Context: an optimization exercise on an open-source flow, tuned for small area, a short achievable clock period and few clock cycles per item. The choices shown serve that exercise and are no tape-out recipe.
At most, simulation tests tie the RTL to the original design; equivalence was not proved.

## aes128_iter_encrypt
module aes128_iter_encrypt #(
  parameter int Nb = 128,
  parameter int UNROLL = 1
) (
  input  logic          clk,
  input  logic          reset,
  input  logic          in_valid,
  output logic          in_ready,
  input  logic [Nb-1:0] plain_text,
  input  logic [Nb-1:0] round_key,
  output logic          out_valid,
  input  logic          out_ready,
  output logic [Nb-1:0] cipher_text,
  output logic          busy
);
Size in the first run: ~5000 cells after synthesis, about 0.056 mm2 of cells after synthesis.
export LEC_CHECK = 0
export CAP_MARGIN = 20
export CORE_MARGIN = 2
export CORE_UTILIZATION = 40
export CTS_BUF_LIST = sky130_fd_sc_hd__clkbuf_4
export PLACE_DENSITY = 0.5
export SETUP_SLACK_MARGIN = 5
export SLEW_MARGIN = 20
export SYNTH_HIERARCHICAL = 1
export SYNTH_MINIMUM_KEEP_SIZE = 0
create_clock -name core_clock -period 9.0 [get_ports {clk}]
standard.sh (not shown) runs the stock make flow with config.mk's settings and CLKGATE_MAP_FILE= SYNTH_SCRIPT=/design/flow/synth_recipe.tcl, a recipe that flattens the netlist after the stock synthesis.
==> flow/flow/run.sh <==
#!/bin/bash
# The standard layout (standard.sh, which passes its arguments to ORFS's make), with
# these ORFS settings added or overridden on make's command line:
#   BUFFER_PORTS_ARGS=-buffer_cell sky130_fd_sc_hd__buf_1
#   SETUP_SLACK_MARGIN=5.1
# make's output goes to make.log; each ORFS step writes its own log under orfs/logs.
set -euo pipefail
bash standard.sh BUFFER_PORTS_ARGS=-buffer_cell\ sky130_fd_sc_hd__buf_1 SETUP_SLACK_MARGIN=5.1 finish > make.log 2>&1
The baseline completed with no timing, DRC or antenna violations.
Testbench counts at the start, summed over its fixed seeds: cycles 8,040, items 800.
Next try:
CORE_UTILIZATION = 55   (was 40)
CTS_BUF_LIST = sky130_fd_sc_hd__clkbuf_8   (was sky130_fd_sc_hd__clkbuf_4)
PLACE_DENSITY = 0.75   (was 0.5)
Result: Count of clock-buffer cells in the layout drops by 154. Die area fell by about 27%. Flip-flop and latch count stays the same. Hold slack is better by 0.0049 ns. Clock skew falls by 0.066 ns. Utilization is higher by 16 points. Via count rises by 0.81%. Worst setup slack degrades by 0.053 ns.
Next try:
CORE_UTILIZATION = 45   (was 55)
PLACE_DENSITY = 0.6   (was 0.75)
The changed run completed with no timing, DRC or antenna violations.
Routed wire length rose by about 7%.
Fmax went up by 2.1%.
First-iteration DRC count falls by about 19%.
Synthesized area stays the same.
Global-route usage went down by 3.5 points.
Critical path depth rose by 1.
Design area is higher by 1.7%.
Register-to-register slack gets better by 0.08 ns.
Next try:
--- a/flow/flow/run.sh
+++ b/flow/flow/run.sh
@@ -5 +5 @@
-#   SETUP_SLACK_MARGIN=5.1
+#   SETUP_SLACK_MARGIN=5.15
@@ -8 +8 @@
-bash standard.sh BUFFER_PORTS_ARGS=-buffer_cell\ sky130_fd_sc_hd__buf_1 SETUP_SLACK_MARGIN=5.1 finish > make.log 2>&1
+bash standard.sh BUFFER_PORTS_ARGS=-buffer_cell\ sky130_fd_sc_hd__buf_1 SETUP_SLACK_MARGIN=5.15 finish > make.log 2>&1
Die area does not change.
Flip-flop and latch count is unchanged.
Non-clock buffer count is higher by 16.
Design area is higher by 1.4%.
Setup slack gets better by 0.032 ns.
Routed wire length is higher by 0.63%.
Utilization is higher by 0.77 points.
Synthesized area is unchanged.
Register-to-register slack gets better by 0.03 ns.
Global-route usage is about the same.
Next try:
--- a/flow/flow/run.sh
+++ b/flow/flow/run.sh
@@ -5 +5 @@
-#   SETUP_SLACK_MARGIN=5.15
+#   SETUP_SLACK_MARGIN=5.1
@@ -8 +8 @@
-bash standard.sh BUFFER_PORTS_ARGS=-buffer_cell\ sky130_fd_sc_hd__buf_1 SETUP_SLACK_MARGIN=5.15 finish > make.log 2>&1
+bash standard.sh BUFFER_PORTS_ARGS=-buffer_cell\ sky130_fd_sc_hd__buf_1 SETUP_SLACK_MARGIN=5.1 finish > make.log 2>&1
CORE_UTILIZATION = 40   (was 45)
CTS_CLUSTER_DIAMETER = 60   (was default)
CTS_CLUSTER_SIZE = 14   (was default)
PLACE_DENSITY = 0.5   (was 0.6)
What happened: The new run finished with timing, DRC and antenna clean; sequential share of layout area went up by 0.46 points; non-clock buffer count is lower by 20; clock skew is higher by 0.033 ns; global-route usage decreases by 1.8 points; die area is higher by 12%; first-iteration DRC count fell by 12%; worst setup slack gets better by 0.023 ns.
Next try:
ABC_AREA = 1   (was default)
CTS_CLUSTER_DIAMETER = default   (was 60)
CTS_CLUSTER_SIZE = default   (was 14)
Hold slack hardly moves; synthesized area grows by 61%; worst setup slack improves by 0.19 ns; cell area grows by 49%; non-clock buffer count shrinks by 39; global-route usage grows by 0.50 points; maximum frequency grows by 5.2%; clock-buffer cell count grows by 63; routed wire length grows by 62%.

========
Another version of the RTL of aes128_iter_encrypt (not shown whole).
For scale: roughly 5200 cells after synthesis, ~750 flip-flops, roughly 390 I/O pins.
==> flow/config.mk <==
export PLATFORM = sky130hd
export DESIGN_NAME = aes128_iter_encrypt
export DESIGN_NICKNAME = aes128_iter_encrypt
export VERILOG_FILES = /design/flow/design.v
export SDC_FILE = /design/flow/constraint.sdc
export NUM_CORES = 4
export LEC_CHECK = 0
export CAP_MARGIN = 20
export CORE_MARGIN = 2
export CORE_UTILIZATION = 45
export PLACE_DENSITY = 0.6
export SETUP_SLACK_MARGIN = 5
export SLEW_MARGIN = 20
export SYNTH_HIERARCHICAL = 1
export SYNTH_MINIMUM_KEEP_SIZE = 0
==> flow/constraint.sdc <==
create_clock -name core_clock -period 9.0 [get_ports {clk}]
set_input_delay 1.8000 -clock core_clock [delete_from_list [all_inputs] [get_ports {clk}]]
set_output_delay 1.8000 -clock core_clock [all_outputs]
set_load 0.01 [all_outputs]
run.sh (not shown) runs the stock make flow with config.mk's settings and CLKGATE_MAP_FILE= SYNTH_SCRIPT=/design/flow/synth_recipe.tcl, a recipe that flattens the netlist after the stock synthesis.
Stock flow here: none of the scripts above is used.
Next try:
==> flow/flow/run.sh (new file) <==
#!/bin/bash
# The standard layout (standard.sh, which passes its arguments to ORFS's make), with
# these ORFS settings added or overridden on make's command line:
#   BUFFER_PORTS_ARGS=-buffer_cell sky130_fd_sc_hd__buf_1
#   SETUP_SLACK_MARGIN=5.6
# make's output goes to make.log; each ORFS step writes its own log under orfs/logs.
set -euo pipefail
bash standard.sh BUFFER_PORTS_ARGS=-buffer_cell\ sky130_fd_sc_hd__buf_1 SETUP_SLACK_MARGIN=5.6 finish > make.log 2>&1
==> flow/standard.sh (new file) <==
#!/bin/bash
# synth_recipe.tcl (not shown) runs the flow's synth.tcl, then flattens the netlist and writes it again
# the make line also repeats each setting of config.mk as NAME=value (left out here)
make -C /OpenROAD-flow-scripts/flow DESIGN_CONFIG=/design/flow/config.mk WORK_HOME=/design/flow/orfs CLKGATE_MAP_FILE= SYNTH_SCRIPT=/design/flow/synth_recipe.tcl "${@:-finish}"
CTS_BUF_LIST = sky130_fd_sc_hd__clkbuf_8   (was unset)
removed: flow/run.sh
=> Routed wire length rose by 16%; core utilization goes up by 12 points; via count is higher by 12%; die area does not change; count of clock-buffer cells in the layout climbs by 43; worst setup slack improved by 0.32 ns; cell count rises by 10%.
No run of this note included a check of the RTL's function; only the layout flow was run.

[afterwards: timing with drivers on the ports]
Ports are ideal in the flow. The routed layouts listed here were re-timed in OpenROAD.
Step 1 assumes that a clkbuf_16 drives the clock port and a buf_2 every other input.
Step 2 also shifts input and output timing later by t, the mid clock arrival at the registers, as if the neighbouring blocks saw the same clock.
a / b / c = ideal / step 1 / step 2; a / b = the first two.
run	t (ns)	slack for setup (ns)	hold WS [ns]	worst register clock-pin slew, ns	worst slew at a driven data input, ns
the first run of note 1	1.290	5.133 / 5.099 / 4.435	0.444 / 0.444 / 0.444	0.08 / 0.08	0.06
the second run of note 1	0.897	5.080 / 5.080 / 4.752	0.449 / 0.449 / 0.449	0.07 / 0.07	0.05
the third run of note 1	0.945	5.161 / 5.161 / 4.325	0.453 / 0.453 / 0.453	0.07 / 0.07	0.09
the fourth run of note 1	0.936	5.193 / 5.193 / 4.531	0.452 / 0.452 / 0.452	0.07 / 0.07	0.08
the fifth run of note 1	0.874	5.215 / 5.215 / 4.601	0.455 / 0.455 / 0.455	0.10 / 0.10	0.06
the sixth run of note 1	1.026	5.402 / 5.402 / 4.547	0.458 / 0.458 / 0.458	0.07 / 0.07	0.16
the first run of note 2	0.782	5.072 / 5.072 / 4.565	0.456 / 0.456 / 0.456	0.07 / 0.07	0.05
the second run of note 2	0.948	5.396 / 5.396 / 4.716	0.461 / 0.461 / 0.461	0.07 / 0.07	0.07
After both steps every run listed still meets setup and hold. For the sixth run of note 1, which loses most, drivers alone change the setup slack by 0.000 ns; drivers and shift together by -0.855 ns.
